From an optimization exercise on the open Yosys and OpenROAD flow, aimed at small area; shortcuts taken in it are not production practice. Where RTL was checked, it was by simulation tests only, not by an equivalence proof against the original. Only the layout flow was run in run 4; the RTL was not checked for function there. No activity file was given, so power comes from the tool's default toggle rates.

**config.mk**
```make
export PLATFORM = sky130hd
export DESIGN_NAME = sd_spi_ctrl
export DESIGN_NICKNAME = sd_spi_ctrl
export VERILOG_FILES = /design/flow/design.v
export SDC_FILE = /design/flow/constraint.sdc
export NUM_CORES = 4
export LEC_CHECK = 0
export CAP_MARGIN = 20
export CORE_AREA = 10 10 410 410
export DIE_AREA = 0 0 420 420
export SLEW_MARGIN = 20
```
**constraint.sdc**
```tcl
create_clock -name core_clock -period 5.0 [get_ports {clk}]
set_input_delay 1.0000 -clock core_clock [delete_from_list [all_inputs] [get_ports {clk}]]
set_output_delay 1.0000 -clock core_clock [all_outputs]
set_load 0.01 [all_outputs]
```
**design.v**
```verilog
module sd_spi_ctrl (
    input  logic                      clk,
    input  logic                      rst_n,
    input  logic [512-1:0] write_data,
    input  logic                      write_data_ready,
    output logic [512-1:0] read_data,
    output logic                      read_ready,
    output logic                      ready,
    output logic                      error,
    output logic                      spi_clk,
    output logic                      spi_cs_n,
    output logic                      spi_mosi,
    input  logic                      spi_miso
);
    localparam logic [4:0] st_powerup  = 5'b00000;
    localparam logic [4:0] st_r7_tail  = 5'b00001;
    localparam logic [4:0] st_rd_token = 5'b00010;
    localparam logic [4:0] st_rd_data  = 5'b00011;
    localparam logic [4:0] st_wr_wait  = 5'b00100;
    localparam logic [4:0] st_wr_token = 5'b00101;
    localparam logic [4:0] st_wr_data  = 5'b00110;
    localparam logic [4:0] st_wr_resp  = 5'b00111;
    localparam logic [4:0] st_wr_busy  = 5'b01000;
    localparam logic [4:0] st_error    = 5'b01001;
    localparam logic [4:0] st_cmd0     = 5'b10000;
    localparam logic [4:0] st_cmd8     = 5'b10001;
    localparam logic [4:0] st_cmd55    = 5'b10010;
    localparam logic [4:0] st_acmd41   = 5'b10011;
    localparam logic [4:0] st_cmd16    = 5'b10100;
    localparam logic [4:0] st_rd_cmd   = 5'b10101;
    localparam logic [4:0] st_wr_cmd   = 5'b10110;
    logic [4:0]   state;
    logic [4:0]   state_nx;
    logic [2:0]   div;
    logic         busy;
    logic [3:0]   half_cnt;
    logic [9:0]   cnt;
    logic [7:0]   rx;
    logic [25:0]  addr;
    logic         v2;
    logic [512-1:0] blk;
    logic         is_cmd;
    logic         div_last;
    logic         byte_end;
    logic         in_frame;
    logic         fast;
    logic         decide;
    logic         advance;
    logic         rx_ff;
    logic         rx_00;
    logic         rx_01;
    logic         cap;
    logic         shift;
    logic         hold;
    logic [47:0]  frame;
    logic [7:0]   tx_byte;
    logic         tx_bit;
    assign is_cmd   = state[4];
    assign ready    = (state == st_wr_wait);
    assign error    = (state == st_error);
    assign spi_cs_n = (state == st_powerup) || error;
    assign spi_clk  = busy && half_cnt[0];
    assign read_data = blk;
    assign div_last = (div == 3'd4);
    assign byte_end = busy && div_last && (half_cnt == 4'hF);
    assign decide   = !busy && (div == 3'd1);
    assign rx_ff    = (rx == 8'hFF);
    assign rx_00    = (rx == 8'h00);
    assign rx_01    = (rx == 8'h01);
    assign in_frame = (cnt[9:3] == '0) && !(cnt[2] && cnt[1]);
    assign fast     = is_cmd && (in_frame || (rx_ff && cnt != 10'd1005));
    always_ff @(posedge clk or negedge rst_n) begin
        if (!rst_n) begin
            div      <= 3'd2;
            busy     <= 1'b0;
            half_cnt <= '0;
        end else begin
            if (div_last) begin
                div  <= (byte_end && fast) ? 3'd3 : 3'd0;
                busy <= !byte_end;
            end else if (!(ready || error)) begin
                div <= div + 1'b1;
            end
            if (busy && div_last) begin
                half_cnt <= half_cnt + 1'b1;
            end
        end
    end
    always_ff @(posedge clk) begin
        if (busy && div_last && !half_cnt[0]) begin
            rx <= {rx[6:0], spi_miso};
        end
    end
    always_comb begin
        case (state)
            st_cmd0:   frame = {2'b01, 6'd0,  32'd0,               8'h95};
            st_cmd8:   frame = {2'b01, 6'd8,  32'h0000_01AA,       8'h87};
            st_cmd55:  frame = {2'b01, 6'd55, 32'd0,               8'h01};
            st_acmd41: frame = {2'b01, 6'd41, 1'b0, v2, 30'd0,     8'h01};
            st_cmd16:  frame = {2'b01, 6'd16, 32'd64, 8'h01};
            st_rd_cmd: frame = {2'b01, 6'd17, addr, 6'd0,          8'h01};
            default:   frame = {2'b01, 6'd24, addr, 6'd0,          8'h01};
        endcase
        case (cnt[2:0])
            3'd0:    tx_byte = frame[47:40];
            3'd1:    tx_byte = frame[39:32];
            3'd2:    tx_byte = frame[31:24];
            3'd3:    tx_byte = frame[23:16];
            3'd4:    tx_byte = frame[15:8];
            default: tx_byte = frame[7:0];
        endcase
        if (is_cmd) begin
            tx_bit = !in_frame || tx_byte[~half_cnt[3:1]];
        end else if (state == st_wr_token) begin
            tx_bit = (half_cnt[3:1] != 3'd7);
        end else if (state == st_wr_data) begin
            tx_bit = blk[512-1];
        end else begin
            tx_bit = 1'b1;
        end
    end
    assign spi_mosi = !busy || tx_bit;
    always_comb begin
        state_nx = state;
        case (state)
            st_powerup:  if (cnt[6] && cnt[3:0] == 4'hF) state_nx = st_cmd0;
            st_cmd0:     state_nx = rx_01 ? st_cmd8 : st_error;
            st_cmd8:     state_nx = rx_01 ? st_r7_tail : st_error;
            st_r7_tail:  if (cnt[1:0] == 2'd3) state_nx = st_cmd55;
            st_cmd55:    state_nx = (rx[7:1] == '0) ? st_acmd41 : st_error;
            st_acmd41: begin
                if (rx_00) begin
                    state_nx = st_cmd16;
                end else if (rx_01 && addr[10:0] != 11'(2000 - 1)) begin
                    state_nx = st_cmd55;
                end else begin
                    state_nx = st_error;
                end
            end
            st_cmd16:    state_nx = rx_00 ? st_rd_cmd : st_error;
            st_rd_cmd:   state_nx = rx_00 ? st_rd_token : st_error;
            st_wr_cmd:   state_nx = rx_00 ? st_wr_token : st_error;
            st_rd_token: begin
                if (rx == 8'hFE) state_nx = st_rd_data;
                else if (&cnt) state_nx = st_error;
            end
            st_rd_data:  if (&cnt[5:0]) state_nx = st_wr_wait;
            st_wr_token: state_nx = st_wr_data;
            st_wr_data:  if (&cnt[5:0]) state_nx = st_wr_resp;
            st_wr_resp: begin
                if (!rx_ff) begin
                    state_nx = (rx[4:0] == 5'h05) ? st_wr_busy : st_error;
                end else if (cnt[9:5] == 5'h1F && cnt[2:0] == 3'h7) begin
                    state_nx = st_error;
                end
            end
            st_wr_busy:  if (rx_ff) state_nx = st_rd_cmd;
            default:     state_nx = st_error;
        endcase
    end
    assign advance = (state_nx != state);
    always_ff @(posedge clk or negedge rst_n) begin
        if (!rst_n) begin
            state      <= st_powerup;
            cnt        <= '0;
            read_ready <= 1'b0;
        end else begin
            read_ready <= decide && state == st_rd_data && (&cnt[5:0]);
            if (ready && write_data_ready) begin
                state <= st_wr_cmd;
            end else if (decide) begin
                state <= state_nx;
            end
            if (decide && advance) begin
                cnt <= '0;
            end else if (decide || (byte_end && is_cmd)) begin
                cnt <= cnt + 1'b1;
            end
        end
    end
    always_ff @(posedge clk) begin
        if (decide) begin
            if (state == st_powerup || (state == st_acmd41 && rx_00)) begin
                addr <= '0;
            end else if (state == st_acmd41 || (state == st_wr_busy && rx_ff)) begin
                addr <= addr + 1'b1;
            end
            if (state == st_r7_tail) begin
                v2 <= cnt[0] ? (v2 && rx == 8'hAA) : rx_01;
            end
        end
    end
    assign cap   = ready && write_data_ready;
    assign shift = busy && div_last &&
                   ((state == st_rd_data && !half_cnt[0]) ||
                    (state == st_wr_data && half_cnt[0]));
    assign hold  = !cap && !shift;
    always_ff @(posedge clk) begin
        blk <= ({512{cap}}   & write_data) |
               ({512{shift}} & {blk[512-2:0], spi_miso}) |
               ({512{hold}}  & blk);
    end
endmodule
```
**run.sh**
```bash
#!/bin/bash
# synth_recipe.tcl (not shown) runs the flow's synth.tcl, then flattens the netlist and writes it again
# the make line also repeats each setting of config.mk as NAME=value (left out here)
make -C /OpenROAD-flow-scripts/flow DESIGN_CONFIG=/design/flow/config.mk WORK_HOME=/design/flow/orfs CLKGATE_MAP_FILE= SYNTH_SCRIPT=/design/flow/synth_recipe.tcl finish
```
==> results of run 1 <==
routing by layer:
| layer | wire length (um) | part of all wire |
|---|---|---|
| met1 | 56400 | 0.39 |
| met2 | 71700 | 0.50 |
| met3 | 11400 | 0.080 |
| met4 | 3860 | 0.027 |
| met5 | 80 | 0.00056 |
sequential cells by signal (all words and copies together) (netlist names), 3 cells and up:
signal,cells
blk,512
state,5
rx,8
cnt,10
addr,26
half_cnt,4
div,3
cell usage in the layout, fill, tap and decap left out, types with 4 or more instances in the layout:
cell type,instances
a21oi_1,26
and3_1,9
diode_2,20
a222oi_1,8
clkinv_2,7
o211ai_1,5
xor2_1,18
inv_1,13
buf_12,8
clkbuf_8,14
inv_6,5
edfxtp_1,35
and2_1,7
nand4_1,14
nand2_1,1061
nor2_1,52
clkdlybuf4s50_1,1033
nor2b_1,9
nor3_1,15
nand3_1,25
clkbuf_16,75
nor3b_1,5
ha_1,10
dfxtp_1,512
o21ai_0,26
nor4_1,8
clkbuf_1,21
a31oi_1,11
nand3b_1,4
dfrtp_1,23
buf_4,20
a22oi_1,513
bufinv_16,5
xnor2_1,16
or3_1,8
or2_2,4
nand2b_1,4
o221ai_1,5
synth_stat cells (11+ instances only):
| cell | count | area (um^2) |
|---|---|---|
| a21oi_1 | 26 | 130 |
| a22oi_1 | 513 | 3850 |
| a31oi_1 | 11 | 68.8 |
| buf_1 | 12 | 45.0 |
| clkbuf_1 | 180 | 676 |
| dfrtp_1 | 23 | 576 |
| dfxtp_1 | 512 | 10200 |
| edfxtp_1 | 35 | 1050 |
| inv_1 | 13 | 48.8 |
| nand2_1 | 1061 | 3980 |
| nand3_1 | 25 | 125 |
| nand4_1 | 14 | 87.6 |
| nor2_1 | 53 | 199 |
| nor3_1 | 17 | 85.1 |
| o21ai_0 | 26 | 130 |
| xnor2_1 | 16 | 140 |
| xor2_1 | 18 | 158 |
where the power goes:
part / internal [mW] / total [mW] / switching, mW
combinational: 0.351 / 0.472 / 0.122
sequential: 4.59 / 4.59 / 0
clock: 3.27 / 5.59 / 2.32
total: 8.21 / 10.7 / 2.44
worst max-delay path: cells and delay by family (launching register included):
family                 cells  cell delay (ns)
and+or+nand+nor            2             0.80
buffers and inverters      2             0.91
AOI/OAI and AO/OA          4             0.71
DFF                        1             0.60
kinds of logic after synthesis:
| logic type | after synthesis | share of synthesized area |
|---|---|---|
| simple gates | 1248 | 0.220 |
| compound gates | 625 | 0.204 |
| flops | 571 | 0.520 |
| buf+inv | 213 | 0.0354 |
| xor+xnor | 34 | 0.0130 |
| fa+ha+maj | 10 | 0.00546 |
| mux | 4 | 0.00186 |
per-stage QoR:
stage | area [um^2] | util
floorplan | 22900 | -
detailed placement | 35400 | 0.223
global route | 38000 | 0.239
global placement | 35400 | 0.223
CTS | 38000 | 0.239
finish | 38000 | 0.239
layout make-up:
type,count,area (um^2)
diodes,20,50.0
clock buffers,110,2150
clock inverters,26,365
fillers,17200,121000
inverters,13,48.8
multi-input cells,1921,10200
flip-flops and latches,571,11900
well taps,2072,2590
repair buffers,1063,10700
final timing paths:
| kind | slack [ns] | cells past startpoint | end |
|---|---|---|---|
| max in group asynchronous | 3.99 | 2 | div[1] |
| worst min-delay path | 0.45 | 2 | blk[450] |
| worst min register to register | 0.45 | 2 | blk[450] |
| worst max register to register | 1.17 | 10 | blk[324] |
| worst max-delay path | 0.32 | 8 | spi_mosi |
| min in group asynchronous | 0.72 | 2 | state[2] |
==> impl_metrics.yaml, run 1 <==
status:
  status: "complete, no violations"
floorplanning:
  rows: 146
  core_mm2: 0.159
  ios: 1034
  fp.dieW_um: 420
  start_util: 0.144
  die_y_um: 420
  die_area_mm2: 0.176
worst_setup_path:
  worstSetupStartpointType: "flip-flop"
  cpPeakStageDelay_ns: 0.62
  crit_type: "reg -> out"
  cp_slowest_cell: "clkdlybuf4s50_1"
  crit_chain: "buf_4, nor3b_1, and2_1, a31oi_1, o221ai_1, a31oi_1, a32oi_1, clkdlybuf4s50_1"
  critPathCaptureType: "output pin"
  crit_path_frequent_cell: "a31oi_1"
  required_ns: 4.00
  critical_path_arrival_ns: 3.68
  regToRegStartpoint: "state[1]"
  cp_max_fo: 15
  setup.worst_path.start: "state[2]"
clock_network:
  cts-root-buf: "clkbuf_16"
  cts_setup_buffers: 0
  ctsResizeCount: 0
  cts-htree-levels: 3
  cts.reportedPaths.clkPinSlew_ns: 0.06
  cts_made_buffers: 75
  ctsLongestPathBuffers: 3
  clkSinkCount: 571
  clk_latency_ns: 0.67
  cts_tree: "built"
  hold_buffers: 0
drt:
  drcViolationCount: 0
  drt-pass1-iter-count: 8
  first_iter_violations: 2818
  drt-vias-per-instance: 4.27
  via_count: 24700
  routedWlPerCell_um: 24.8
  drt-total-wl_um: 144000
  antenna_left: 0
yosys:
  synth_area_per_cell_um2: 8.47
  async_reset_ff_frac: 0.0420
  synthCells: 2705
  synthFlopType: "dfxtp_1"
  syn-num-nets: 3231
  yosysSeqAreaShare: 0.520
  netlist-cell-type-count: 72
  syn-cell-area_mm2: 0.0229
  synth-seq-cells: 571
  synth_edf_count: 35
  synth-warning-count: 1
hold_path:
  hold_path.class: "reg -> reg"
  hp-start: "blk[450]"
cells_and_area:
  layout.nets: 4171
  layoutNonFillerInstCount: 5796
  final_layout_size_suffix_gt1_frac: 0.0462
  area_delta_synth_final_pct: 66.0
global_route:
  grt_max_degree: 162
  grt_pass1_wl_um: 191000
  met3_usage: 0.0475
  use_met1: 0.181
  grt_pass1_vias: 23100
  top_usage_layer: "met2"
  gr-usage-met2: 0.257
  grtUsageTotal: 0.152
  grt_overflow: 0
  antenna_found_initial: 46
power:
  p_total_mw: 10.7
  ir_drop_mv: 0.208
  leakage_nw: 15.0
  power_density_mw_per_mm2: 280
timing:
  rsz0062_at_grt: "false"
  finalCritPeriodShare: 0.937
  fin_skew_ns: 0.0344
  report.final.slew_viol_count: 0
  final.setup.tns_ns: 0
  worstMarginPinSlew_ns: 0.958
  min_period_ns: 4.68
  setup-violations-final: 0
  max_freq_mhz: 213
  hold_violations: 0
  hold_slack_ns: 0.455
  setup_ws_ns: 0.316
  slew_headroom: 0.361
place:
  placedCellCount: 5639
  pre_cts_slack_ns: 0.982
  hpwl_um: 113000
  io_buffers: 1033
  place_congestion: 0.934
flow_run:
  maxCapViolCount: 0
==> run 2, diff against run 1 <==
==> flow/run.sh (new file) <==
#!/bin/bash
# Standard layout, with buf_1 port buffers and pins placed one track apart.
set -euo pipefail
export BUFFER_PORTS_ARGS="-buffer_cell sky130_fd_sc_hd__buf_1"
export PLACE_PINS_ARGS="-min_distance 1 -min_distance_in_tracks"
bash standard.sh > standard_flow.log 2>&1
==> standard.sh (new file) <==
#!/bin/bash
# synth_recipe.tcl (not shown) runs the flow's synth.tcl, then flattens the netlist and writes it again
# the make line also repeats each setting of config.mk as NAME=value (left out here)
make -C /OpenROAD-flow-scripts/flow DESIGN_CONFIG=/design/flow/config.mk WORK_HOME=/design/flow/orfs CLKGATE_MAP_FILE= SYNTH_SCRIPT=/design/flow/synth_recipe.tcl "${@:-finish}"
--- a/config.mk
+++ b/config.mk
@@ -6,6 +6,7 @@
 export NUM_CORES = 4
 export LEC_CHECK = 0
 export CAP_MARGIN = 20
-export CORE_AREA = 10 10 410 410
-export DIE_AREA = 0 0 420 420
+export CORE_AREA = 5 5 225 225
+export CTS_BUF_LIST = sky130_fd_sc_hd__clkbuf_4 sky130_fd_sc_hd__clkbuf_8
+export DIE_AREA = 0 0 230 230
 export SLEW_MARGIN = 20
removed: run.sh
==> run 2 against run 1 <==
  * Global-route usage is 20 points higher
  * Fmax is 4.8% higher
  * Critical path depth is 2 higher
  * First-iteration DRC count is 15% lower
  * Largest cell class unchanged
  * Largest power group is now sequential cells
  * Still clean
==> impl_metrics.yaml, run 2 <==
status:
  status: "complete, no violations"
clock_network:
  cts.reportedPaths.clkPinSlew_ns: 0.06
  ctsResizeCount: 0
  hold_buffers: 0
  clkSinkCount: 571
  ctsLongestPathBuffers: 3
  cts_tree: "built"
  cts-root-buf: "clkbuf_8"
  clk_latency_ns: 0.69
  cts_setup_buffers: 0
  cts_made_buffers: 94
  cts-htree-levels: 3
timing:
  finalCritPeriodShare: 0.894
  slew_headroom: 0.249
  setup_ws_ns: 0.531
  worstMarginPinSlew_ns: 1.13
  fin_skew_ns: 0.0272
  report.final.slew_viol_count: 0
  max_freq_mhz: 224
  hold_slack_ns: 0.335
  setup-violations-final: 0
  rsz0062_at_grt: "false"
  final.setup.tns_ns: 0
  hold_violations: 0
  min_period_ns: 4.47
yosys:
  yosysSeqAreaShare: 0.520
  synthTopCellsByArea: "dfxtp_1, nand2_1, a22oi_1"
  synth_area_per_cell_um2: 8.47
  synthDominantCellAreaShare: 0.448
  yosysMostFrequentCell: "nand2_1"
  synth-seq-cells: 571
  synth_edf_count: 35
  synthFlopType: "dfxtp_1"
  async_reset_ff_frac: 0.0420
  syn-num-nets: 3231
  synthTopCellsByCount: "nand2_1, a22oi_1, dfxtp_1"
  netlist-cell-type-count: 72
  yosysTopAreaCell: "dfxtp_1"
  synthCells: 2705
  syn-cell-area_mm2: 0.0229
  synth-warning-count: 1
cells_and_area:
  layout_common_cells: "nand2_1, buf_1, a22oi_1"
  fin_util: 0.612
  layout.nets: 4184
  largest_reg_flops: 512
  final_common_cell: "nand2_1"
  final_layout_size_suffix_gt1_frac: 0.0610
  ff_latch_area_mm2: 0.0119
  n_fill_cell: 4536
  multiInputGateArea_mm2: 0.0102
  top_register: "blk"
  top_regs: "blk: 512 flops, addr: 26 flops, cnt: 10 flops"
  area_delta_synth_final_pct: 27.9
power:
  ir_drop_mv: 0.193
  leakage_nw: 12.3
  power_density_mw_per_mm2: 314
  p_total_mw: 9.20
drt:
  routedWlPerCell_um: 22.8
  drcViolationCount: 0
  via_count: 25000
  drt-vias-per-instance: 5.68
  antenna_left: 0
  drt-pass1-iter-count: 8
  first_iter_violations: 2398
  drt-total-wl_um: 100000
worst_setup_path:
  worstSetupStartpointType: "flip-flop"
  required_ns: 4.00
  cp_max_fo: 9
  critPathCaptureType: "output pin"
  critical_path_arrival_ns: 3.47
  crit_type: "reg -> out"
floorplanning:
  start_util: 0.479
  core_mm2: 0.0478
  ios: 1034
  rows: 80
  die_y_um: 230
  fp.dieW_um: 230
  die_area_mm2: 0.0529
place:
  place_congestion: 1.03
  io_buffers: 1033
  hpwl_um: 73600
  pre_cts_slack_ns: 1.29
global_route:
  grt_max_degree: 210
  grt_overflow: 0
  grt_pass1_wl_um: 146000
  grt_pass1_vias: 23700
  grtUsageTotal: 0.354
  antenna_found_initial: 62
flow_run:
  maxCapViolCount: 0
hold_path:
  hold_path.class: "in -> async"
-- run 2: area by class of cell --
cell class	count	share of cell area
clock inverter	8	0.00261
inverter	13	0.00167
multi-input combinational	1921	0.349
antenna	54	0.00461
timing repair buffer	1057	0.141
tap	615	0.0263
sequential	571	0.406
clock buffer	166	0.0686
-- run 2: worst paths after layout --
check	from	to	slack [ns]	depth (start not counted)
min in group core_clock	blk[131]	blk[131]	0.45	2
max in group asynchronous	rst_n	div[1]	4.34	2
min reg2reg	blk[131]	blk[131]	0.45	2
min	rst_n	state[2]	0.34	2
max	cnt[0]	spi_mosi	0.53	10
max reg2reg	state[1]	blk[438]	1.14	8
-- run 2: metal layers --
layer / share of wire / vias up / global-route usage
met5: 0.0015 / - / 0.0184
met2: 0.42 / 1451 / 0.507
met1: 0.36 / 11700 / 0.392
met3: 0.13 / 426 / 0.191
li1: - / 11400 / -
met4: 0.085 / 24 / 0.270
-- run 2: critical path, cell delays in order (launching register included) --
cell,delay [ns]
dfrtp_1,0.49
inv_1,0.14
ha_1,0.33
nor3_1,0.25
o21ai_0,0.22
nor3_1,0.22
a31oi_1,0.06
o311ai_0,0.36
nand4b_1,0.14
a32oi_1,0.38
buf_1,0.20
-- run 2: report_power, final --
group	switching [mW]	leakage, nW	total (mW)	internal (mW)
logic	0.0705	6.54	0.160	0.0896
registers	0	4.68	4.59	4.59
clock network	1.89	1.12	4.44	2.56
-- run 2: kinds of logic after synthesis --
logic type | share of synthesized area
DFF | 0.520
xor gates and xnor gates | 0.0130
AOI/OAI and AO/OA | 0.204
adders and majority gates | 0.00546
muxes | 0.00186
buffers and inverters | 0.0354
and+or+nand+nor | 0.220
-- run 2: stage by stage --
stage | area [um^2] | cells
detailed placement | 27100 | 4177
global placement | 27100 | 4177
CTS | 29200 | 4351
global route | 29300 | 4392
finish | 29300 | 4405
floorplan | 22900 | 2705
==> run 3, diff against run 2 <==
--- a/design.v
+++ b/design.v
@@ -37,6 +37,10 @@
     logic [9:0]   cnt;
     logic [7:0]   rx;
     logic [25:0]  addr;
+    logic         carry;
+    logic         rot_state;
+    logic         rot_inc;
+    logic         rot_step;
     logic         v2;
     logic [512-1:0] blk;
     logic         is_cmd;
@@ -55,7 +59,9 @@
     logic [47:0]  frame;
     logic [7:0]   tx_byte;
     logic         tx_bit;
-    assign is_cmd   = state[4];
+    assign is_cmd   = state == st_cmd0  || state == st_cmd8  || state == st_cmd55 ||
+                      state == st_acmd41 || state == st_cmd16 || state == st_rd_cmd ||
+                      state == st_wr_cmd;
     assign ready    = (state == st_wr_wait);
     assign error    = (state == st_error);
     assign spi_cs_n = (state == st_powerup) || error;
@@ -131,7 +137,7 @@
             st_acmd41: begin
                 if (rx_00) begin
                     state_nx = st_cmd16;
-                end else if (rx_01 && addr[10:0] != 11'(2000 - 1)) begin
+                end else if (rx_01 && !(&{addr[10:6], addr[4]})) begin
                     state_nx = st_cmd55;
                 end else begin
                     state_nx = st_error;
@@ -180,14 +186,22 @@
     end
     always_ff @(posedge clk) begin
         if (decide) begin
-            if (state == st_powerup || (state == st_acmd41 && rx_00)) begin
-                addr <= '0;
-            end else if (state == st_acmd41 || (state == st_wr_busy && rx_ff)) begin
-                addr <= addr + 1'b1;
-            end
             if (state == st_r7_tail) begin
                 v2 <= cnt[0] ? (v2 && rx == 8'hAA) : rx_01;
             end
+        end
+    end
+    assign rot_state = state == st_powerup || state == st_cmd16 ||
+                       state == st_acmd41 || state == st_wr_data;
+    assign rot_inc   = state == st_acmd41 || state == st_wr_data;
+    assign rot_step  = rot_state && busy && div_last && half_cnt[0] &&
+                       cnt[9:2] == '0 && (cnt[1:0] != 2'd3 || half_cnt[3:2] == 2'd0);
+    always_ff @(posedge clk) begin
+        if (rot_step) begin
+            addr  <= {rot_inc && (addr[0] ^ carry), addr[25:1]};
+            carry <= addr[0] && carry;
+        end else if (!rot_state) begin
+            carry <= 1'b1;
         end
     end
     assign cap   = ready && write_data_ready;
==> flow/run.sh (replaced) <==
#!/bin/bash
# Standard layout, with buf_1 port buffers, pins placed one track apart and a
# clock tree of larger sink clusters without dummy loads.
set -euo pipefail
export BUFFER_PORTS_ARGS="-buffer_cell sky130_fd_sc_hd__buf_1"
export PLACE_PINS_ARGS="-min_distance 1 -min_distance_in_tracks"
export CTS_ARGS="-sink_clustering_enable -repair_clock_nets -dont_use_dummy_load -buf_list {sky130_fd_sc_hd__clkbuf_8 sky130_fd_sc_hd__clkbuf_16} -sink_clustering_size 24 -sink_clustering_max_diameter 80"
bash standard.sh > standard_flow.log 2>&1
--- a/config.mk
+++ b/config.mk
@@ -7,6 +7,5 @@
 export LEC_CHECK = 0
 export CAP_MARGIN = 20
 export CORE_AREA = 5 5 225 225
-export CTS_BUF_LIST = sky130_fd_sc_hd__clkbuf_4 sky130_fd_sc_hd__clkbuf_8
 export DIE_AREA = 0 0 230 230
 export SLEW_MARGIN = 20
==> run 3 against run 2 <==
  * Still clean
  * Critical path depth down 1
  * Global-route usage down 1.8 points
  * Die area unchanged
  * Wire length down 3.6%
  * Sequential share of layout area rose by 2.8 points
  * Synthesized cell count decreased by 3.6%
  * Via count fell by 4.7%
  * Sequential power is essentially flat
  * First-iteration DRC count decreased by 13%
  * Highest routed layer unchanged
  * Critical path type unchanged
==> impl_metrics.yaml, run 3 <==
status:
  status: "complete, no violations"
global_route:
  grtUsageTotal: 0.335
  grt_pass1_vias: 22400
  grt_max_degree: 184
  antenna_found_initial: 58
  grt_overflow: 0
  grt_pass1_wl_um: 139000
place:
  io_buffers: 1033
  hpwl_um: 73000
  pre_cts_slack_ns: 1.28
  place_congestion: 1.05
yosys:
  synthDominantCellAreaShare: 0.458
  netlist-cell-type-count: 75
  syn-num-nets: 3134
  synthCells: 2608
  yosysMostFrequentCell: "nand2_1"
  syn-cell-area_mm2: 0.0224
  synth_edf_count: 36
  synth-seq-cells: 572
  synthTopCellsByCount: "nand2_1, a22oi_1, dfxtp_1"
  synth_top_family_by_area: "simple AND/OR/NAND/NOR gates"
  synth_compound_area_frac: 0.203
  yosys.area_share.adder: 0.00559
  yosysTopAreaCell: "dfxtp_1"
  yosysSeqAreaShare: 0.533
  synth_area_per_cell_um2: 8.58
  synthTopCellsByArea: "dfxtp_1, nand2_1, a22oi_1"
  synth-warning-count: 1
  synth_mux_area_frac: 0.00335
  synth_xor_area_frac: 0.00470
  synth-simple-area-share: 0.215
  synthFlopType: "dfxtp_1"
  async_reset_ff_frac: 0.0420
power:
  p_total_mw: 7.28
  swShare: 0.210
  power_frac_seq: 0.631
  switching_power_mw: 1.53
  clkPwrFrac: 0.346
  combPwrFrac: 0.022
  ir_drop_mv: 0.259
  leakage_nw: 11.4
  power_density_mw_per_mm2: 265
  p_int_mw: 5.75
drt:
  drt-total-wl_um: 96600
  drcViolationCount: 0
  routedWlPerCell_um: 23.2
  via_count: 23800
  first_iter_violations: 2078
  antenna_left: 0
  drt-vias-per-instance: 5.73
  drt-pass1-iter-count: 7
worst_setup_path:
  crit_type: "reg -> out"
  worstSetupStartpointType: "flip-flop"
  required_ns: 4.00
  critical_path_arrival_ns: 3.36
  critPathCaptureType: "output pin"
  cp_max_fo: 28
floorplanning:
  start_util: 0.468
  core_mm2: 0.0478
  rows: 80
  ios: 1034
  die_area_mm2: 0.0529
  fp.dieW_um: 230
  die_y_um: 230
timing:
  setup-violations-final: 0
  report.final.slew_viol_count: 0
  hold_violations: 0
  max_freq_mhz: 229
  finalCritPeriodShare: 0.871
  fin_skew_ns: 0.0788
  worstMarginPinSlew_ns: 1.14
  hold_slack_ns: 0.401
  slew_headroom: 0.232
  final.setup.tns_ns: 0
  min_period_ns: 4.36
  rsz0062_at_grt: "false"
  setup_ws_ns: 0.643
cells_and_area:
  top_regs: "blk: 512 flops, addr: 26 flops, cnt: 10 flops"
  fin_util: 0.574
  final_layout_size_suffix_gt1_frac: 0.0232
  area_delta_synth_final_pct: 22.8
  layout.nets: 4025
  top_register: "blk"
  final_common_cell: "nand2_1"
  layout_common_cells: "nand2_1, buf_1, a22oi_1"
  largest_reg_flops: 512
clock_network:
  cts-htree-levels: 1
  clkSinkCount: 572
  cts.reportedPaths.clkPinSlew_ns: 0.10
  cts-root-buf: "clkbuf_16"
  clk_latency_ns: 0.63
  ctsLongestPathBuffers: 3
  cts_made_buffers: 30
  cts_setup_buffers: 0
  ctsResizeCount: 0
  hold_buffers: 0
  cts_tree: "built"
flow_run:
  maxCapViolCount: 0
hold_path:
  hold_path.class: "in -> async"
## run 3: cell count changes in the layout (fill, tap and decap cells not counted), sizes merged, moves of 7 or more
cell | previous run | this run
clkbuf | 166 | 30
nor2 | 53 | 35
xnor2 | 16 | 3
a21oi | 26 | 15
o22ai | 0 | 11
nand3 | 25 | 16
xor2 | 18 | 9
inv | 14 | 7
o21ai | 27 | 20
## run 3: layout make-up
class                           count  area, um^2
Fill cell                        4682       20400
Sequential cell                   572       11900
Tap cell                          615         769
Antenna cell                       52         130
Inverter                            7        26.3
Timing Repair Buffer             1056        4190
Clock buffer                       30         751
Multi-Input combinational cell   1832        9680
## run 3: power groups by stage
stage | clock network [mW] | logic (mW) | registers [mW]
after global placement | 0 | 0.158 | 4.70
after detailed placement | 0 | 0.161 | 4.70
after global routing | 2.73 | 0.183 | 4.60
final | 2.52 | 0.163 | 4.59
after floorplan | 0 | 0.0000120 | 4.70
after CTS | 2.57 | 0.163 | 4.59
## run 3: kinds of logic after synthesis
kind of cell,Yosys count
simple gates,1194
buf+inv,204
xor+xnor,12
mux,7
fa+ha+maj,10
flops,572
compound gates,609
## run 3: path summary, 6_finish.rpt
path / slack [ns] / start / cells after the start / end
max in group asynchronous: 4.24 / rst_n / 2 / div[1]
min in group core_clock: 0.46 / blk[240] / 2 / blk[240]
setup reg to reg: 1.69 / state[2] / 7 / blk[273]
hold reg to reg: 0.46 / blk[240] / 2 / blk[240]
hold / removal: 0.40 / rst_n / 2 / cnt[3]
setup / recovery: 0.64 / state[0] / 9 / spi_mosi
## run 3: layer usage
| layer | vias up | routed length, um | share of wire | global-route usage |
|---|---|---|---|---|
| li1 | 10900 | - | - | - |
| met4 | 16 | 7610 | 0.079 | 0.231 |
| met5 | - | 117 | 0.0012 | 0.00643 |
| met3 | 396 | 12400 | 0.13 | 0.160 |
| met1 | 11200 | 35000 | 0.36 | 0.385 |
| met2 | 1380 | 41500 | 0.43 | 0.494 |
## run 3: worst max-delay path, stage by stage (launching register included)
cell and delay, ns:
dfrtp_1 0.89, nand2_1 0.26, nor3_1 0.58, a31oi_1 0.19, nor2_1 0.11, o21ai_0 0.08
o21ai_0 0.12, a211oi_1 0.11, a32oi_1 0.25, buf_1 0.20
## run 3: per-stage QoR
step	cells	cell area, um^2
3_3_place_gp	4082	26600
3_5_place_dp	4082	26600
4_1_cts	4112	27300
6_report	4164	27500
2_1_floorplan	2608	22400
5_1_grt	4157	27500
==> run 4, diff against run 3 <==
--- a/design.v
+++ b/design.v
@@ -12,25 +12,24 @@
     output logic                      spi_mosi,
     input  logic                      spi_miso
 );
-    localparam logic [4:0] st_powerup  = 5'b00000;
-    localparam logic [4:0] st_r7_tail  = 5'b00001;
-    localparam logic [4:0] st_rd_token = 5'b00010;
-    localparam logic [4:0] st_rd_data  = 5'b00011;
-    localparam logic [4:0] st_wr_wait  = 5'b00100;
-    localparam logic [4:0] st_wr_token = 5'b00101;
-    localparam logic [4:0] st_wr_data  = 5'b00110;
-    localparam logic [4:0] st_wr_resp  = 5'b00111;
-    localparam logic [4:0] st_wr_busy  = 5'b01000;
-    localparam logic [4:0] st_error    = 5'b01001;
-    localparam logic [4:0] st_cmd0     = 5'b10000;
-    localparam logic [4:0] st_cmd8     = 5'b10001;
-    localparam logic [4:0] st_cmd55    = 5'b10010;
-    localparam logic [4:0] st_acmd41   = 5'b10011;
-    localparam logic [4:0] st_cmd16    = 5'b10100;
-    localparam logic [4:0] st_rd_cmd   = 5'b10101;
-    localparam logic [4:0] st_wr_cmd   = 5'b10110;
-    logic [4:0]   state;
-    logic [4:0]   state_nx;
+    localparam logic [3:0] st_powerup  = 4'b0000;
+    localparam logic [3:0] st_r7_tail  = 4'b0001;
+    localparam logic [3:0] st_rd_token = 4'b0010;
+    localparam logic [3:0] st_rd_data  = 4'b0011;
+    localparam logic [3:0] st_wr_data  = 4'b0100;
+    localparam logic [3:0] st_wr_resp  = 4'b0101;
+    localparam logic [3:0] st_wr_busy  = 4'b0110;
+    localparam logic [3:0] st_error    = 4'b0111;
+    localparam logic [3:0] st_cmd0     = 4'b1000;
+    localparam logic [3:0] st_cmd8     = 4'b1001;
+    localparam logic [3:0] st_cmd55    = 4'b1010;
+    localparam logic [3:0] st_acmd41   = 4'b1011;
+    localparam logic [3:0] st_cmd16    = 4'b1100;
+    localparam logic [3:0] st_rd_cmd   = 4'b1101;
+    localparam logic [3:0] st_wr_cmd   = 4'b1110;
+    localparam logic [3:0] st_wr_wait  = 4'b1111;
+    logic [3:0]   state;
+    logic [3:0]   state_nx;
     logic [2:0]   div;
     logic         busy;
     logic [3:0]   half_cnt;
@@ -53,6 +52,7 @@
     logic         rx_ff;
     logic         rx_00;
     logic         rx_01;
+    logic         wr_token;
     logic         cap;
     logic         shift;
     logic         hold;
@@ -66,8 +66,10 @@
     assign error    = (state == st_error);
     assign spi_cs_n = (state == st_powerup) || error;
     assign spi_clk  = busy && half_cnt[0];
+    assign read_ready = ready && cnt[6];
     assign read_data = blk;
     assign div_last = (div == 3'd4);
+    assign wr_token = (cnt[6:0] == '0);
     assign byte_end = busy && div_last && (half_cnt == 4'hF);
     assign decide   = !busy && (div == 3'd1);
     assign rx_ff    = (rx == 8'hFF);
@@ -117,10 +119,8 @@
         endcase
         if (is_cmd) begin
             tx_bit = !in_frame || tx_byte[~half_cnt[3:1]];
-        end else if (state == st_wr_token) begin
-            tx_bit = (half_cnt[3:1] != 3'd7);
         end else if (state == st_wr_data) begin
-            tx_bit = blk[512-1];
+            tx_bit = wr_token ? (half_cnt[3:1] != 3'd7) : blk[512-1];
         end else begin
             tx_bit = 1'b1;
         end
@@ -145,14 +145,13 @@
             end
             st_cmd16:    state_nx = rx_00 ? st_rd_cmd : st_error;
             st_rd_cmd:   state_nx = rx_00 ? st_rd_token : st_error;
-            st_wr_cmd:   state_nx = rx_00 ? st_wr_token : st_error;
+            st_wr_cmd:   state_nx = rx_00 ? st_wr_data : st_error;
             st_rd_token: begin
                 if (rx == 8'hFE) state_nx = st_rd_data;
                 else if (&cnt) state_nx = st_error;
             end
             st_rd_data:  if (&cnt[5:0]) state_nx = st_wr_wait;
-            st_wr_token: state_nx = st_wr_data;
-            st_wr_data:  if (&cnt[5:0]) state_nx = st_wr_resp;
+            st_wr_data:  if (cnt[6]) state_nx = st_wr_resp;
             st_wr_resp: begin
                 if (!rx_ff) begin
                     state_nx = (rx[4:0] == 5'h05) ? st_wr_busy : st_error;
@@ -169,15 +168,13 @@
         if (!rst_n) begin
             state      <= st_powerup;
             cnt        <= '0;
-            read_ready <= 1'b0;
         end else begin
-            read_ready <= decide && state == st_rd_data && (&cnt[5:0]);
             if (ready && write_data_ready) begin
                 state <= st_wr_cmd;
             end else if (decide) begin
                 state <= state_nx;
             end
-            if (decide && advance) begin
+            if ((decide && advance && state != st_rd_data) || ready) begin
                 cnt <= '0;
             end else if (decide || (byte_end && is_cmd)) begin
                 cnt <= cnt + 1'b1;
@@ -207,7 +204,7 @@
     assign cap   = ready && write_data_ready;
     assign shift = busy && div_last &&
                    ((state == st_rd_data && !half_cnt[0]) ||
-                    (state == st_wr_data && half_cnt[0]));
+                    (state == st_wr_data && half_cnt[0] && !wr_token));
     assign hold  = !cap && !shift;
     always_ff @(posedge clk) begin
         blk <= ({512{cap}}   & write_data) |
==> run 4 against run 3 <==
  * Clock skew decreased by 0.013 ns
  * Synthesized cell count shrank 1.2%
  * Power is 2.8% higher
  * Utilization fell by 0.31 points
  * Sequential power is essentially flat
  * First-iteration DRC count increased by 7.6%
  * Non-clock buffer count rose by 5
  * Count of clock-buffer cells in the layout grew 5
  * Combinational power hardly changed
  * Sequential share of layout area rose by 0.053 points
  * Global-route usage shrank 1.3 points
  * Critical path type unchanged
  * Highest routed layer unchanged
==> impl_metrics.yaml, run 4 <==
global_route:
  grtUsageTotal: 0.322
  grt_max_degree: 187
  grt_pass1_vias: 21800
  grt_overflow: 0
  antenna_found_initial: 43
  grt_pass1_wl_um: 134000
timing:
  max_freq_mhz: 236
  slew_headroom: 0.387
  rsz0062_at_grt: "false"
  setup-violations-final: 0
  final.setup.tns_ns: 0
  hold_violations: 0
  finalCritPeriodShare: 0.847
  fin_skew_ns: 0.0660
  worstMarginPinSlew_ns: 0.920
  report.final.slew_viol_count: 0
  min_period_ns: 4.24
yosys:
  synthTopCellsByArea: "dfxtp_1, nand2_1, a22oi_1"
  synthFlopType: "dfxtp_1"
  syn-num-nets: 3104
  synth-warning-count: 1
  netlist-cell-type-count: 65
  synth_area_per_cell_um2: 8.59
  yosysSeqAreaShare: 0.536
  synth_edf_count: 36
  synthDominantCellAreaShare: 0.463
  synth-seq-cells: 570
  synthCells: 2578
  async_reset_ff_frac: 0.0386
  yosysMostFrequentCell: "nand2_1"
  synthTopCellsByCount: "nand2_1, a22oi_1, dfxtp_1"
  syn-cell-area_mm2: 0.0221
  yosysTopAreaCell: "dfxtp_1"
power:
  switching_power_mw: 1.57
  combPwrFrac: 0.022
  p_total_mw: 7.49
  leakage_nw: 11.5
  clkPwrFrac: 0.367
  power_density_mw_per_mm2: 274
  swShare: 0.209
  power_frac_seq: 0.612
  p_int_mw: 5.92
  ir_drop_mv: 0.216
cells_and_area:
  n_fill_cell: 4611
  layout_common_cells: "nand2_1, buf_1, a22oi_1"
  largest_reg_flops: 512
  final_layout_size_suffix_gt1_frac: 0.0221
  final_common_cell: "nand2_1"
  layout.nets: 4009
  area_delta_synth_final_pct: 23.4
  top_register: "blk"
  top_regs: "blk: 512 flops, addr: 26 flops, cnt: 10 flops"
clock_network:
  ctsLongestPathBuffers: 3
  hold_buffers: 0
  cts_setup_buffers: 0
  clkSinkCount: 570
  cts-root-buf: "clkbuf_16"
  cts.reportedPaths.clkPinSlew_ns: 0.09
  cts-htree-levels: 2
  clk_latency_ns: 0.57
  cts_tree: "built"
  cts_made_buffers: 35
  ctsResizeCount: 0
place:
  io_buffers: 1033
  hpwl_um: 68800
  place_congestion: 1.02
floorplanning:
  start_util: 0.463
  core_mm2: 0.0478
  fp.dieW_um: 230
  rows: 80
  die_area_mm2: 0.0529
  ios: 1034
  die_y_um: 230
worst_setup_path:
  cp_max_fo: 11
  critPathCaptureType: "output pin"
  rr_endpoint: "blk[320]"
  r2r_slack_ns: 1.42
  required_ns: 4.00
  crit_type: "reg -> out"
  worstSetupStartpointType: "flip-flop"
  worstRegToRegCells: 7
  regToRegStartpoint: "state[2]"
  critical_path_arrival_ns: 3.24
hold_path:
  hold_path.class: "in -> async"
drt:
  drt-vias-per-instance: 5.64
  drt-pass1-iter-count: 9
  antenna_left: 0
  drcViolationCount: 0
  first_iter_violations: 2236
  drt-total-wl_um: 92200
  routedWlPerCell_um: 22.3
  via_count: 23300
status:
  status: "complete, no violations"
flow_run:
  maxCapViolCount: 0
-- run 4: cell types whose count changed after synthesis, moves of 5 or more --
cell      before  now
clkbuf_1     166  112
buf_2         12   59
inv_1          7   14
nor2_1        35   42
o22ai_1       11    4
o21ai_0       18   13
-- run 4: cell type report --
| type | count | area, um^2 | area share |
|---|---|---|---|
| antenna | 35 | 87.6 | 0.00321 |
| clock buffer | 35 | 876 | 0.0321 |
| inverter | 14 | 52.6 | 0.00192 |
| multi-input combinational | 1801 | 9430 | 0.345 |
| sequential | 570 | 11900 | 0.435 |
| tap | 615 | 769 | 0.0282 |
| timing repair buffer | 1061 | 4230 | 0.155 |
-- run 4: cell families (layout without fill, tap and decap cells) --
family / after synthesis / after routing / share of synthesized area
AOI/OAI and AO/OA: 592 / 592 / 0.200
xor gates and xnor gates: 13 / 13 / 0.00514
adders and majority gates: 10 / 10 / 0.00565
buffers and inverters: 207 / 1110 / 0.0388
DFF: 570 / 570 / 0.536
muxes: 3 / 3 / 0.00136
other: 0 / 35 / 0
and+or+nand+nor: 1183 / 1183 / 0.212
-- run 4: power groups by stage --
stage / registers (mW) / clock network, mW / logic [mW]
6_report: 4.58 / 2.75 / 0.162
5_1_grt: 4.58 / 2.96 / 0.180
4_1_cts: 4.58 / 2.82 / 0.161
3_5_place_dp: 4.68 / 0 / 0.158
3_3_place_gp: 4.68 / 0 / 0.157
2_1_floorplan: 4.68 / 0 / 0.00000114
-- run 4: worst max path at each step --
stage,startpoint,end,depth (start not counted),slack [ns]
global placement,cnt[1],spi_mosi,9,1.35
detailed placement,cnt[1],spi_mosi,9,1.38
global route,cnt[1],spi_mosi,9,0.55
floorplan,cnt[0],spi_mosi,9,1.82
finish,cnt[1],spi_mosi,9,0.76
CTS,cnt[1],spi_mosi,9,0.77
-- run 4: routing by layer --
layer | vias up | global-route usage | part of all wire
met4 | 22 | 0.189 | 0.064
met3 | 283 | 0.143 | 0.13
met1 | 10900 | 0.388 | 0.37
met5 | - | 0.00184 | 0.0016
met2 | 1315 | 0.477 | 0.43
li1 | 10800 | - | -
-- run 4: worst max-delay path, cell delays in order, from the launching register on --
cell	delay, ns
dfrtp_1	0.44
inv_1	0.12
ha_1	0.42
nor3_1	0.14
o21ai_0	0.37
nand3_1	0.13
o311a_1	0.39
a2111oi_0	0.42
a32oi_1	0.08
buf_1	0.19
-- run 4: stage by stage --
step | hold WS, ns | area [um^2] | worst slack, ns | util | cells
after floorplan | 0.426 | 22100 | 1.82 | - | 2578
after detailed placement | 0.443 | 26400 | 1.38 | 0.551 | 4061
after global routing | 0.425 | 27300 | 0.553 | 0.571 | 4125
after global placement | 0.443 | 26400 | 1.35 | 0.551 | 4061
after CTS | 0.393 | 27200 | 0.768 | 0.569 | 4096
final | 0.413 | 27300 | 0.764 | 0.571 | 4131
==> run 5, diff against run 4 <==
--- a/design.v
+++ b/design.v
@@ -35,6 +35,9 @@
     logic [3:0]   half_cnt;
     logic [9:0]   cnt;
     logic [7:0]   rx;
+    logic         rx_zero;
+    logic         rx_one;
+    logic         sample;
     logic [25:0]  addr;
     logic         carry;
     logic         rot_state;
@@ -72,8 +75,9 @@
     assign wr_token = (cnt[6:0] == '0);
     assign byte_end = busy && div_last && (half_cnt == 4'hF);
     assign decide   = !busy && (div == 3'd1);
-    assign rx_ff    = (rx == 8'hFF);
-    assign rx_00    = (rx == 8'h00);
+    assign rx       = blk[7:0];
+    assign rx_ff    = !rx_zero;
+    assign rx_00    = !rx_one;
     assign rx_01    = (rx == 8'h01);
     assign in_frame = (cnt[9:3] == '0) && !(cnt[2] && cnt[1]);
     assign fast     = is_cmd && (in_frame || (rx_ff && cnt != 10'd1005));
@@ -94,9 +98,11 @@
             end
         end
     end
-    always_ff @(posedge clk) begin
-        if (busy && div_last && !half_cnt[0]) begin
-            rx <= {rx[6:0], spi_miso};
+    assign sample = busy && div_last && !half_cnt[0];
+    always_ff @(posedge clk) begin
+        if (sample) begin
+            rx_zero <= (half_cnt != 4'd0 && rx_zero) || !spi_miso;
+            rx_one  <= (half_cnt != 4'd0 && rx_one) || spi_miso;
         end
     end
     always_comb begin
@@ -202,9 +208,8 @@
         end
     end
     assign cap   = ready && write_data_ready;
-    assign shift = busy && div_last &&
-                   ((state == st_rd_data && !half_cnt[0]) ||
-                    (state == st_wr_data && half_cnt[0] && !wr_token));
+    assign shift = (sample && state != st_wr_cmd && state != st_wr_data) ||
+                   (busy && div_last && half_cnt[0] && state == st_wr_data && !wr_token);
     assign hold  = !cap && !shift;
     always_ff @(posedge clk) begin
         blk <= ({512{cap}}   & write_data) |
==> flow/run.sh (replaced) <==
#!/bin/bash
# Standard synthesis and floorplan, then an area-oriented re-mapping of the
# combinational logic (restructure.tcl), then the rest of the standard layout
# with buf_1 port buffers, pins placed one track apart, a clock tree of larger
# sink clusters without dummy loads, and power recovery after global routing.
set -euo pipefail
export BUFFER_PORTS_ARGS="-buffer_cell sky130_fd_sc_hd__buf_1"
export PLACE_PINS_ARGS="-min_distance 1 -min_distance_in_tracks"
export CTS_ARGS="-sink_clustering_enable -repair_clock_nets -dont_use_dummy_load -buf_list {sky130_fd_sc_hd__clkbuf_8 sky130_fd_sc_hd__clkbuf_16} -sink_clustering_size 28 -sink_clustering_max_diameter 100"
export RECOVER_POWER=100
WORK_HOME=$(grep -o 'WORK_HOME=[^ ]*' standard.sh | head -1 | cut -d= -f2 | tr -d "'")
export RESULTS=$WORK_HOME/results/sky130hd/sd_spi_ctrl/base
bash standard.sh synth > synth_flow.log 2>&1
bash standard.sh "$RESULTS/2_1_floorplan.odb" > floorplan_flow.log 2>&1
mkdir -p rmp_work
python3 flow/filter_lib.py "$FLOW_HOME/platforms/sky130hd/lib/sky130_fd_sc_hd__tt_025C_1v80.lib" rmp_work/rmp.lib \
  sky130_fd_sc_hd__probe_p_8 sky130_fd_sc_hd__probec_p_8 "sky130_fd_sc_hd__lpflow_*" > filter_lib.log 2>&1
openroad -no_init -exit flow/restructure.tcl > restructure.log 2>&1
bash standard.sh > standard_flow.log 2>&1
==> flow/filter_lib.py (new file) <==
#!/usr/bin/env python3
"""Copy a liberty file without the cells whose names match the given patterns.

usage: filter_lib.py IN.lib OUT.lib PATTERN...
"""
import fnmatch
import re
import sys

src, dst, pats = sys.argv[1], sys.argv[2], sys.argv[3:]
text = open(src).read()
out = []
pos = 0
dropped = 0
for m in re.finditer(r'\n\s*cell\s*\(\s*"?([\w]+)"?\s*\)\s*\{', text):
    if m.start() < pos:
        continue
    name = m.group(1)
    if not any(fnmatch.fnmatch(name, p) for p in pats):
        continue
    # Find the matching closing brace of this cell group
    depth = 0
    i = m.end() - 1
    while True:
        c = text[i]
        if c == '{':
            depth += 1
        elif c == '}':
            depth -= 1
            if depth == 0:
                break
        i += 1
    out.append(text[pos:m.start()])
    pos = i + 1
    dropped += 1
out.append(text[pos:])
open(dst, 'w').write(''.join(out))
print("filter_lib.py: dropped %d cells" % dropped)
==> flow/restructure.tcl (new file) <==
# Area-oriented re-mapping of the combinational logic of the floorplanned
# netlist, written back in place. ABC maps to rmp_work/rmp.lib, the platform's
# liberty without its don't-use cells (filter_lib.py). Registers are left as they are. If the
# re-mapped netlist uses a don't-use cell or changes the registers, the
# floorplan is kept unchanged.
set P $::env(FLOW_HOME)/platforms/sky130hd
set R $::env(RESULTS)
set dont_use {sky130_fd_sc_hd__probe_p_8 sky130_fd_sc_hd__probec_p_8 sky130_fd_sc_hd__lpflow_*}
read_liberty $P/lib/sky130_fd_sc_hd__tt_025C_1v80.lib
read_db $R/2_1_floorplan.odb
read_sdc $R/2_1_floorplan.sdc
source $P/setRC.tcl
set_dont_use $dont_use

proc registers {} {
  set regs {}
  foreach inst [[ord::get_db_block] getInsts] {
    set m [[$inst getMaster] getName]
    if {[string match "*__df*" $m] || [string match "*__edf*" $m] || [string match "*__sdf*" $m]} {
      lappend regs "[$inst getName] $m"
    }
  }
  return [lsort $regs]
}

set before [registers]
report_design_area
file mkdir rmp_work
restructure -target area -liberty_file rmp_work/rmp.lib \
  -tielo_port sky130_fd_sc_hd__conb_1/LO -tiehi_port sky130_fd_sc_hd__conb_1/HI \
  -work_dir rmp_work
report_design_area

set ok 1
if {[registers] ne $before} {
  puts "restructure.tcl: registers changed, keeping the floorplan as it was"
  set ok 0
}
foreach inst [[ord::get_db_block] getInsts] {
  set m [[$inst getMaster] getName]
  foreach pat $dont_use {
    if {[string match $pat $m]} {
      puts "restructure.tcl: don't-use cell $m, keeping the floorplan as it was"
      set ok 0
    }
  }
}
if {$ok} {
  write_db $R/2_1_floorplan.odb
  puts "restructure.tcl: floorplan re-mapped"
}
==> run 5 against run 4 <==
  * Sequential share of layout area rose by 1.7 points
  * Flip-flop and latch count fell by 6
  * Final cell count fell by 12%
  * Critical path type is now reg -> reg
  * Worst hold slack better by 0.047 ns
  * Setup slack got worse by 0.26 ns
  * Now fails the layout checks on capacitance limit, slew limit
==> impl_metrics.yaml, run 5 <==
yosys:
  synthCells: 2584
  synthTopCellsByArea: "dfxtp_1, nand2_1, a22oi_1"
  async_reset_ff_frac: 0.0390
  syn-num-nets: 3111
  yosysTopAreaCell: "dfxtp_1"
  yosysSeqAreaShare: 0.526
  synthFlopType: "dfxtp_1"
  synthDominantCellAreaShare: 0.460
  syn-cell-area_mm2: 0.0223
  synth-warning-count: 1
  synth_edf_count: 30
  synth-seq-cells: 564
  synthTopCellsByCount: "nand2_1, a22oi_1, dfxtp_1"
  synth_area_per_cell_um2: 8.62
  netlist-cell-type-count: 66
  yosysMostFrequentCell: "nand2_1"
clock_network:
  hold_buffers: 0
  clkSinkCount: 564
  cts.reportedPaths.clkPinSlew_ns: 0.11
  cts_setup_buffers: 0
  cts_tree: "built"
  cts-root-buf: "clkbuf_16"
  ctsLongestPathBuffers: 3
  clk_latency_ns: 0.59
  cts_made_buffers: 24
  cts-htree-levels: 1
  ctsResizeCount: 0
floorplanning:
  ios: 1034
  die_area_mm2: 0.0529
  start_util: 0.465
  core_mm2: 0.0478
  fp.dieW_um: 230
  rows: 80
  die_y_um: 230
timing:
  slew_headroom: -0.247
  setup-violations-final: 0
  worstMarginPinSlew_ns: 1.87
  min_period_ns: 4.50
  rsz0062_at_grt: "false"
  fin_skew_ns: 0.0486
  finalCritPeriodShare: 0.900
  final.setup.tns_ns: 0
  report.final.slew_viol_count: 325
  max_freq_mhz: 222
  hold_violations: 0
worst_setup_path:
  cpPeakStageDelay_ns: 0.90
  cp_slowest_cell: "clkbuf_4"
  crit_chain: "clkinv_1, nor2_1, buf_4, nor2_1, buf_4, clkinv_1, or3_1, a32oi_1, o22a_1, nor2_4, nor2_1, clkbuf_4, clkbuf_4, a222oi_1, clkinv_1"
  crit_type: "reg -> reg"
  critical_path_arrival_ns: 5.03
  required_ns: 5.53
  cp_max_fo: 90
  critPathCaptureType: "flip-flop"
  worstSetupStartpointType: "flip-flop"
global_route:
  antenna_found_initial: 80
  grtUsageTotal: 0.337
  grt_max_degree: 232
  grt_pass1_wl_um: 139000
  grt_pass1_vias: 21400
  grt_overflow: 0
cells_and_area:
  final_layout_size_suffix_gt1_frac: 0.0190
  final_common_cell: "buf_1"
  layout_common_cells: "buf_1, clkinv_1, a222oi_1"
  top_register: "blk"
  layout.nets: 3468
  top_regs: "blk: 512 flops, addr: 26 flops, cnt: 10 flops"
  finalInstanceArea_mm2: 0.0259
  largest_reg_flops: 512
  area_delta_synth_final_pct: 16.4
power:
  leakage_nw: 8.64
  power_density_mw_per_mm2: 268
  p_total_mw: 6.96
  ir_drop_mv: 0.232
flow_run:
  maxCapViolCount: 2
place:
  placed_cell_area_mm2: 0.0252
  place_congestion: 1.08
  hpwl_um: 72600
  io_buffers: 1033
drt:
  via_count: 22500
  drcViolationCount: 0
  antenna_left: 0
  first_iter_violations: 4319
  drt-pass1-iter-count: 12
  drt-vias-per-instance: 6.20
  routedWlPerCell_um: 26.8
  drt-total-wl_um: 97500
hold_path:
  hold_path.class: "reg -> reg"
status:
  status: "complete, but fails checks"
  so_faults: "capacitance limit, slew limit"
-- run 5: stage by stage --
stage / cells / utilization / setup WS [ns] / hold WS (ns)
floorplan: 2584 / - / 1.11 / 0.426
global placement: 3541 / 0.528 / 1.28 / 0.448
detailed placement: 3541 / 0.528 / 1.30 / 0.437
CTS: 3565 / 0.540 / 0.660 / 0.415
global route: 3620 / 0.541 / 0.207 / 0.461
finish: 3636 / 0.542 / 0.500 / 0.460
-- run 5: worst paths after layout --
check	slack, ns	cells past startpoint	start	endpoint
max in group asynchronous	3.32	2	rst_n	cnt[4]
max reg2reg	0.50	15	cnt[0]	blk[351]
min reg2reg	0.46	0	addr[19]	addr[18]
max	0.50	15	cnt[0]	blk[351]
min in group asynchronous	0.85	2	rst_n	half_cnt[0]
min	0.46	0	addr[19]	addr[18]
-- run 5: cells by family after synthesis --
| family | share of synthesized area |
|---|---|
| xor gates and xnor gates | 0.00472 |
| AOI/OAI and AO/OA | 0.204 |
| DFF | 0.526 |
| adders and majority gates | 0.00618 |
| buffers and inverters | 0.0482 |
| muxes | 0.00141 |
| and+or+nand+nor | 0.210 |
-- run 5: power by group --
part           switching [mW]  internal (mW)
registers                   0           4.53
clock network            1.40          0.866
logic                  0.0707         0.0946
-- run 5: final cells by class --
class / count / area (um^2)
Fill cell: 4686 / 21900
Timing Repair Buffer: 1068 / 4150
Clock buffer: 24 / 601
Sequential cell: 564 / 11700
Tap cell: 615 / 769
Inverter: 556 / 2090
Multi-Input combinational cell: 738 / 6430
Antenna cell: 71 / 178
-- run 5: worst max-delay path, delay by kind of cell, from the launching register on --
kind                   cells  cell delay, ns
buffers and inverters      7            2.48
AO/OA/AOI/OAI              3            0.61
flip-flops                 1            0.41
AND/OR/NAND/NOR            5            0.91
-- run 5: layer usage --
metal,vias to the layer above,GRT usage,share of wire
met5,-,0.00460,0.0016
met3,431,0.175,0.13
met2,1558,0.481,0.43
met4,26,0.279,0.092
li1,9703,-,-
met1,10800,0.372,0.35
==> run 6, diff against run 5 <==
--- a/flow/run.sh
+++ b/flow/run.sh
@@ -2,12 +2,11 @@
 # Standard synthesis and floorplan, then an area-oriented re-mapping of the
 # combinational logic (restructure.tcl), then the rest of the standard layout
 # with buf_1 port buffers, pins placed one track apart, a clock tree of larger
-# sink clusters without dummy loads, and power recovery after global routing.
+# sink clusters without dummy loads.
 set -euo pipefail
 export BUFFER_PORTS_ARGS="-buffer_cell sky130_fd_sc_hd__buf_1"
 export PLACE_PINS_ARGS="-min_distance 1 -min_distance_in_tracks"
 export CTS_ARGS="-sink_clustering_enable -repair_clock_nets -dont_use_dummy_load -buf_list {sky130_fd_sc_hd__clkbuf_8 sky130_fd_sc_hd__clkbuf_16} -sink_clustering_size 28 -sink_clustering_max_diameter 100"
-export RECOVER_POWER=100
 WORK_HOME=$(grep -o 'WORK_HOME=[^ ]*' standard.sh | head -1 | cut -d= -f2 | tr -d "'")
 export RESULTS=$WORK_HOME/results/sky130hd/sd_spi_ctrl/base
 bash standard.sh synth > synth_flow.log 2>&1
==> run 6 against run 5 <==
  * The run now finishes clean
  * Power is essentially flat
  * Combinational power hardly changed
  * Utilization rose by 0.19 points
  * Synthesized area is the same
  * Register-to-register slack improved by 0.73 ns
  * Non-clock buffer count is the same
  * Die area stayed put
  * Clock power is essentially flat
  * Wire length is 0.16% lower
  * Critical path type is now reg -> out
  * Largest power group unchanged
==> impl_metrics.yaml, run 6 <==
timing:
  hold_slack_ns: 0.430
  fin_skew_ns: 0.0524
  worstMarginPinSlew_ns: 1.05
  final.setup.tns_ns: 0
  hold_violations: 0
  setup_ws_ns: 0.689
  slew_headroom: 0.298
  finalCritPeriodShare: 0.862
  setup-violations-final: 0
  report.final.slew_viol_count: 0
  max_freq_mhz: 232
  min_period_ns: 4.31
  rsz0062_at_grt: "false"
global_route:
  grtUsageTotal: 0.337
  grt_overflow: 0
  grt_pass1_wl_um: 139000
  grt_pass1_vias: 21400
  grt_max_degree: 232
  antenna_found_initial: 80
hold_path:
  hold_path.class: "in -> async"
yosys:
  synthTopCellsByCount: "nand2_1, a22oi_1, dfxtp_1"
  yosysTopAreaCell: "dfxtp_1"
  synthTopCellsByArea: "dfxtp_1, nand2_1, a22oi_1"
  synthFlopType: "dfxtp_1"
  synth_compound_area_frac: 0.204
  netlist-cell-type-count: 66
  synth-seq-cells: 564
  synth_area_per_cell_um2: 8.62
  synthDominantCellAreaShare: 0.460
  yosysMostFrequentCell: "nand2_1"
  synth-warning-count: 1
  synth-simple-area-share: 0.210
  yosysSeqAreaShare: 0.526
  syn-cell-area_mm2: 0.0223
  synth_edf_count: 30
  synth_top_family_by_area: "simple AND/OR/NAND/NOR gates"
  synthCells: 2584
  yosys.area_share.adder: 0.00618
  async_reset_ff_frac: 0.0390
  synth_xor_area_frac: 0.00472
  syn-num-nets: 3111
  synth_mux_area_frac: 0.00141
cells_and_area:
  layoutNonFillerInstCount: 3628
  final_common_cell: "buf_1"
  layout.nets: 3468
  largest_reg_flops: 512
  top_register: "blk"
  layout_common_cells: "buf_1, clkinv_1, a222oi_1"
  top_regs: "blk: 512 flops, addr: 26 flops, cnt: 10 flops"
  n_fill_cell: 4668
  final_layout_size_suffix_gt1_frac: 0.0220
  area_delta_synth_final_pct: 16.8
floorplanning:
  fp.dieW_um: 230
  core_mm2: 0.0478
  die_y_um: 230
  ios: 1034
  rows: 80
  die_area_mm2: 0.0529
  start_util: 0.465
clock_network:
  clk_latency_ns: 0.60
  cts-root-buf: "clkbuf_16"
  cts-htree-levels: 1
  ctsResizeCount: 0
  cts_made_buffers: 24
  hold_buffers: 0
  clkSinkCount: 564
  cts_setup_buffers: 0
  cts_tree: "built"
  ctsLongestPathBuffers: 3
  cts.reportedPaths.clkPinSlew_ns: 0.09
drt:
  via_count: 22600
  drt-total-wl_um: 97300
  drt-vias-per-instance: 6.23
  drt-pass1-iter-count: 14
  routedWlPerCell_um: 26.8
  drcViolationCount: 0
  first_iter_violations: 4179
  antenna_left: 0
worst_setup_path:
  cp_slowest_cell: "dfrtp_1"
  critical_path.endpoint: "spi_mosi"
  cp_max_fo: 11
  rr_endpoint: "cnt[9]"
  regToRegStartpoint: "div[0]"
  critPathCaptureType: "output pin"
  crit_type: "reg -> out"
  critical_path_arrival_ns: 3.31
  worstSetupStartpointType: "flip-flop"
  crit_chain: "clkinv_1, nor3_1, a21oi_1, nor3_1, o21ai_0, o211ai_1, a21oi_1, a2111oi_0, nor4_1, a31oi_1, buf_1"
  cpPeakStageDelay_ns: 0.54
  required_ns: 4.00
  r2r_slack_ns: 1.23
  setup.worst_path.start: "cnt[2]"
  worstRegToRegCells: 17
place:
  io_buffers: 1033
  placedCellCount: 3541
  place_congestion: 1.08
  pre_cts_slack_ns: 1.30
  hpwl_um: 72600
status:
  status: "complete, no violations"
flow_run:
  maxCapViolCount: 0
power:
  power_density_mw_per_mm2: 267
  leakage_nw: 8.70
  ir_drop_mv: 0.234
  p_total_mw: 6.95
==> run 6: cell counts after synthesis <==
Identical to the previous run, type by type.
==> run 6: routing by layer <==
layer / wire, um / track usage / vias to the layer above
met5: 196 / 0.00460 / -
met3: 13200 / 0.175 / 465
met4: 9210 / 0.279 / 28
li1: - / - / 9696
met1: 33400 / 0.372 / 10800
met2: 41300 / 0.481 / 1584
==> run 6: where the power goes <==
group          switching [mW]  internal (mW)
clock                    1.40          0.866
combinational          0.0704         0.0949
sequential                  0           4.53
==> run 6: cell families (layout without fill, tap and decap cells) <==
kind of cell,Yosys count,after routing
AO/OA/AOI/OAI,611,619
XOR/XNOR,12,0
adder cells (fa/ha/maj),11,0
buffers and inverters,211,1648
flip-flops,564,564
multiplexers,3,0
other,0,63
AND/OR/NAND/NOR,1172,119
==> run 6: metrics by stage <==
step / area [um^2] / utilization
2_1_floorplan: 22300 / -
3_3_place_gp: 25200 / 0.528
3_5_place_dp: 25200 / 0.528
4_1_cts: 25800 / 0.540
5_1_grt: 26000 / 0.543
6_report: 26000 / 0.543
==> run 6: worst min path at each step <==
| stage | from | to | slack (ns) | cells past startpoint |
|---|---|---|---|---|
| after floorplan | addr[2] | addr[1] | 0.43 | 0 |
| after global placement | addr[19] | addr[18] | 0.45 | 0 |
| after detailed placement | addr[19] | addr[18] | 0.44 | 0 |
| after CTS | rst_n | state[2] | 0.41 | 2 |
| after global routing | rst_n | busy | 0.44 | 2 |
| final | rst_n | half_cnt[1] | 0.43 | 2 |
==> run 6: area by class of cell <==
cell class	instances	area, um^2	share of cell area
Antenna cell	63	158	0.00606
Sequential cell	564	11700	0.450
Tap cell	615	769	0.0296
Inverter	556	2090	0.0803
Clock buffer	24	601	0.0231
Multi-Input combinational cell	738	6450	0.248
Timing Repair Buffer	1068	4240	0.163
==> run 6: critical path: cells and delay by family (launching register included) <==
kind / cells / cell delay, ns
compound gates: 6 / 1.01
simple gates: 3 / 0.66
flops: 1 / 0.54
buf+inv: 2 / 0.54

## afterwards: timing with drivers on the ports
No port has a modelled driver above. Below, the same layouts with a new extraction and two added sets of constraints.
Step 1: set_driving_cell puts a clkbuf_16 on clk and a buf_2 on each other input, an assumption about the parent block.
Step 2 also shifts input and output timing later by t, the mid clock arrival at the registers, as if the neighbouring blocks saw the same clock.
Three values: no drivers, after step 1, after step 2; two values: the first two.
| run | shift t [ns] | setup slack, ns | hold WS [ns] |
|---|---|---|---|
| run 1 | 0.740 | 0.316 / 0.234 / 0.974 | 0.455 / 0.455 / 0.455 |
| run 2 | 0.730 | 0.531 / 0.473 / 1.143 | 0.335 / 0.304 / 0.454 |
| run 3 | 0.654 | 0.643 / 0.581 / 1.236 | 0.401 / 0.363 / 0.459 |
| run 4 | 0.599 | 0.764 / 0.704 / 1.303 | 0.413 / 0.401 / 0.422 |
| run 5 | 0.631 | 0.500 / 0.500 / 0.500 | 0.460 / 0.460 / 0.460 |
| run 6 | 0.633 | 0.689 / 0.627 / 1.233 | 0.430 / 0.392 / 0.457 |
